Background: an optimization exercise with open tools, aiming at small area and a short achievable clock period. Do not read the settings as production practice. In this exercise RTL edits were held to simulation tests only and were not proved equivalent to the original. No activity file was given, so power comes from the tool's default toggle rates.

run 1:
// latency_scoreboard
module latency_scoreboard #(
   parameter int          HDR_WIDTH      = 24,
   parameter int          DATA_WIDTH     = 32,
   parameter int          NUM_SLOTS      = 8,
   parameter int          IN_DEPTH_LOG2  = 5,
   parameter int          IN_FULL_THRESH = 24,
   parameter int          Q_DEPTH_LOG2   = 3,
   parameter int          Q_FULL_THRESH  = 5,
   parameter logic [15:0] LFSR_SEED      = 16'hACE1
) (
   input  logic                           clk,
   input  logic                           rst,
   input  logic [HDR_WIDTH-1:0]           meta_i,
   input  logic [DATA_WIDTH-1:0]          data_i,
   input  logic                           write_en_i,
   output logic [HDR_WIDTH-1:0]           meta_o,
   output logic [DATA_WIDTH-1:0]          data_o,
   output logic [latsc_pkg::TID_WIDTH-1:0] tid_o,
   output logic                           valid_o,
   input  logic                           read_en_i,
   output logic                           empty_o,
   output logic                           full_o,
   output logic                           overflow_o,
   output logic                           underflow_o,
   output logic [31:0]                    count_o
);
   localparam int DW = HDR_WIDTH + DATA_WIDTH;   
   localparam int TL = 7;                        
   localparam int SW = DW + TL;                  
   localparam int MD = 37;                       
   localparam int OD = 4;                        
   localparam int TP = DATA_WIDTH;               
   localparam logic [1:0] S_FREE  = 2'd0;
   localparam logic [1:0] S_COUNT = 2'd1;
   localparam logic [1:0] S_READY = 2'd2;
   localparam logic [1:0] F_PASS = 2'd0;
   localparam logic [1:0] F_WAIT = 2'd1;
   localparam logic [1:0] F_DONE = 2'd2;
   logic [15:0]         tid_q;
   logic [5:0]          in_cnt_q;
   logic                in_full, in_empty, wr_ok;
   logic [5:0]          wp_q, rp_q, sp_q;
   logic [TL-1:0]       sp_tid_q;
  ...
==> flow/config.mk <==
export PLATFORM = sky130hd
export DESIGN_NAME = latency_scoreboard
export DESIGN_NICKNAME = latency_scoreboard
export VERILOG_FILES = /design/flow/design.v
export SDC_FILE = /design/flow/constraint.sdc
export NUM_CORES = 4
export LEC_CHECK = 0
export CAP_MARGIN = 10
export CORE_MARGIN = 2
export CORE_UTILIZATION = 58
export CTS_CLUSTER_DIAMETER = 100
export CTS_CLUSTER_SIZE = 28
export PLACE_DENSITY = 0.72
export SLEW_MARGIN = 10
export SYNTH_HIERARCHICAL = 1
export SYNTH_MINIMUM_KEEP_SIZE = 0
==> flow/constraint.sdc <==
create_clock -name core_clock -period 50.0 [get_ports {clk}]
set_input_delay 10.0000 -clock core_clock [delete_from_list [all_inputs] [get_ports {clk}]]
set_output_delay 10.0000 -clock core_clock [all_outputs]
set_load 0.01 [all_outputs]
standard.sh (not shown) runs the stock make flow with config.mk's settings and CLKGATE_MAP_FILE= SYNTH_SCRIPT=/design/flow/synth_recipe.tcl, a recipe that flattens the netlist after the stock synthesis.
==> flow/flow/run.sh <==
#!/bin/bash
# Layout flow: the standard ORFS flow (standard.sh, all stages from the
# standard synthesis to finish), with one change: the port buffers that
# buffer_ports inserts at placement are sky130_fd_sc_hd__buf_2 instead of the
# default cell, so the fixed I/O delays are not lengthened by slow buffers.
# ORFS writes each step's log under orfs/logs; make's own output goes to
# flow_make.log in the work folder.
set -euo pipefail
cd "$(dirname "$0")/.."
export BUFFER_PORTS_ARGS="-buffer_cell sky130_fd_sc_hd__buf_2"
bash standard.sh finish > flow_make.log 2>&1
Looking at the reports, run 1 completed the entire flow and the layout it produced met the timing, design-rule and antenna checks.
What run 2 does differently from run 1 at the input level:
- PLACE_DENSITY now 0.75, was 0.72
- CTS_CLUSTER_SIZE now 25, was 28
- CORE_UTILIZATION now 62, was 58
- SLEW_MARGIN now 20, was 10
- CAP_MARGIN now 20, was 10
==> flow/flow/run.sh <==
#!/bin/bash
# Layout flow: the standard ORFS flow (standard.sh, from the standard
# synthesis to finish), with two changes:
#  - the port buffers that buffer_ports inserts at placement are
#    sky130_fd_sc_hd__buf_4 instead of the default cell, so the fixed I/O
#    delays are not lengthened by slow buffers;
#  - the timing repair after clock tree synthesis and after global routing
#    works with a setup margin, so that it also improves the I/O paths that
#    set the achieved period (the clock period itself is unchanged).
# ORFS writes each step's log under orfs/logs; make's own output goes to
# flow_make_*.log in the work folder.
set -euo pipefail
cd "$(dirname "$0")/.."
export BUFFER_PORTS_ARGS="-buffer_cell sky130_fd_sc_hd__buf_4"
bash standard.sh synth floorplan place > flow_make_1.log 2>&1
export SETUP_SLACK_MARGIN=38.7
bash standard.sh cts route finish > flow_make_2.log 2>&1
Results
Re worst setup slack: run 2 is 0.022 ns down on run 1. Summary of run 2 over run 1: power density over the cells +0.31 nW/um2, clock distribution area overhead in the final layout +0.20 points. Run 2 ends up with a count of non-CTS buffers in the layout that is 1.6% higher than in run 1. Run 2 vs run 1, detail-routed net length per standard cell went up by 0.89%. Against run 1, first-pass GRT wire length in run 2 fell slightly. Compared with run 1, run 2 shows a post-cts gate resize count that is 34 higher. Between run 1 and run 2, the difference in maximum frequency from static timing analysis is negligible. On CTS clock-pin slew for the worst setup and hold paths, run 2 tracks run 1 almost exactly.
What run 3 does differently from run 2 at the input level:
- swapping 20 for 10 in SLEW_MARGIN
- swapping 0.75 for 0.72 in PLACE_DENSITY
- swapping 62 for 58 in CORE_UTILIZATION
- swapping 20 for 10 in CAP_MARGIN
==> flow/flow/run.sh <==
#!/bin/bash
# Layout flow: the standard ORFS flow (standard.sh, all stages from the
# standard synthesis to finish), with one change: the port buffers that
# buffer_ports inserts at placement are sky130_fd_sc_hd__buf_2 instead of the
# default cell, so the fixed I/O delays are not lengthened by slow buffers.
# ORFS writes each step's log under orfs/logs; make's own output goes to
# flow_make.log in the work folder.
set -euo pipefail
cd "$(dirname "$0")/.."
export BUFFER_PORTS_ARGS="-buffer_cell sky130_fd_sc_hd__buf_2"
bash standard.sh finish > flow_make.log 2>&1
--- outcome ---
For sequential group share of total power, run 2 and run 3 come out practically identical.
Run 3: number of clock buffer instances in the layout 7 above run 2
Lower combinational share of power goes to run 3 over run 2.
Summed area of non-filler cells in the final layout of run 2 is on par with run 3.
Per the comparison of run 3 with run 2, wire length increased by about 1% relative to the old numbers; final critical delay including setup and external delays now smaller.
Input-level comparison between run 4 and run 3:
- a change of CAP_MARGIN from 10 to 20
- a change of PLACE_DENSITY from 0.72 to 0.75
- a change of SLEW_MARGIN from 10 to 20
- a change of CORE_UTILIZATION from 58 to 62
==> flow/flow/run.sh <==
#!/bin/bash
# Layout flow: the standard ORFS flow (standard.sh, all stages from the
# standard synthesis to finish), with one change: the port buffers that
# buffer_ports inserts at placement are sky130_fd_sc_hd__buf_4 instead of the
# default cell, so the fixed I/O delays are not lengthened by slow buffers.
# ORFS writes each step's log under orfs/logs; make's own output goes to
# flow_make.log in the work folder.
set -euo pipefail
cd "$(dirname "$0")/.."
export BUFFER_PORTS_ARGS="-buffer_cell sky130_fd_sc_hd__buf_4"
bash standard.sh finish > flow_make.log 2>&1
- Routed wire length | run 4 below run 3
- Run 4 ends up with a fraction of the core area covered by cells at the end of the flow that is 4.2 points higher than in run 3.
- Highest clock rate: run 4 vs run 3 down 1.6%
- Against run 3, run 4 comes in 2.0 points higher on total global-route track usage.
- Compared run 3 against run 4; final area within noise.
- For run 4, the worst setup path endpoint was overflow_o, unlike run 3, where it was data_o[12].
- Sequential fraction of total cell area of run 4 is on par with run 3.

## port drivers added, routing unchanged
The results above use ideal ports. As a check the final layouts listed here were re-extracted and re-timed, cells and wires unchanged.
Step 1: set_driving_cell puts a clkbuf_16 on clk and a buf_2 on each other input, an assumption about the parent block.
Step 2, shift: input delay + t, output delay - t, t = (earliest + latest rising clock arrival at the registers) / 2. This alone moves slack from input paths to output paths.
Slacks: no drivers / after step 1 / after step 2; pairs: no drivers / after step 1.
run	shift t [ns]	setup slack, ns	worst setup path at the end	pins driven straight from the clock port
run 1	0.921	38.630 / 38.542 / 38.394	input to register	1
run 2	0.933	38.608 / 38.518 / 38.079	input to register	1
run 3	0.952	38.630 / 38.529 / 38.376	input to register	1
run 4	0.933	38.450 / 38.360 / 37.823	input to register	1
After both steps every run listed still meets setup and hold. The setup slack of run 4, which loses most, moves by -0.090 ns with the drivers and by -0.627 ns with both steps.
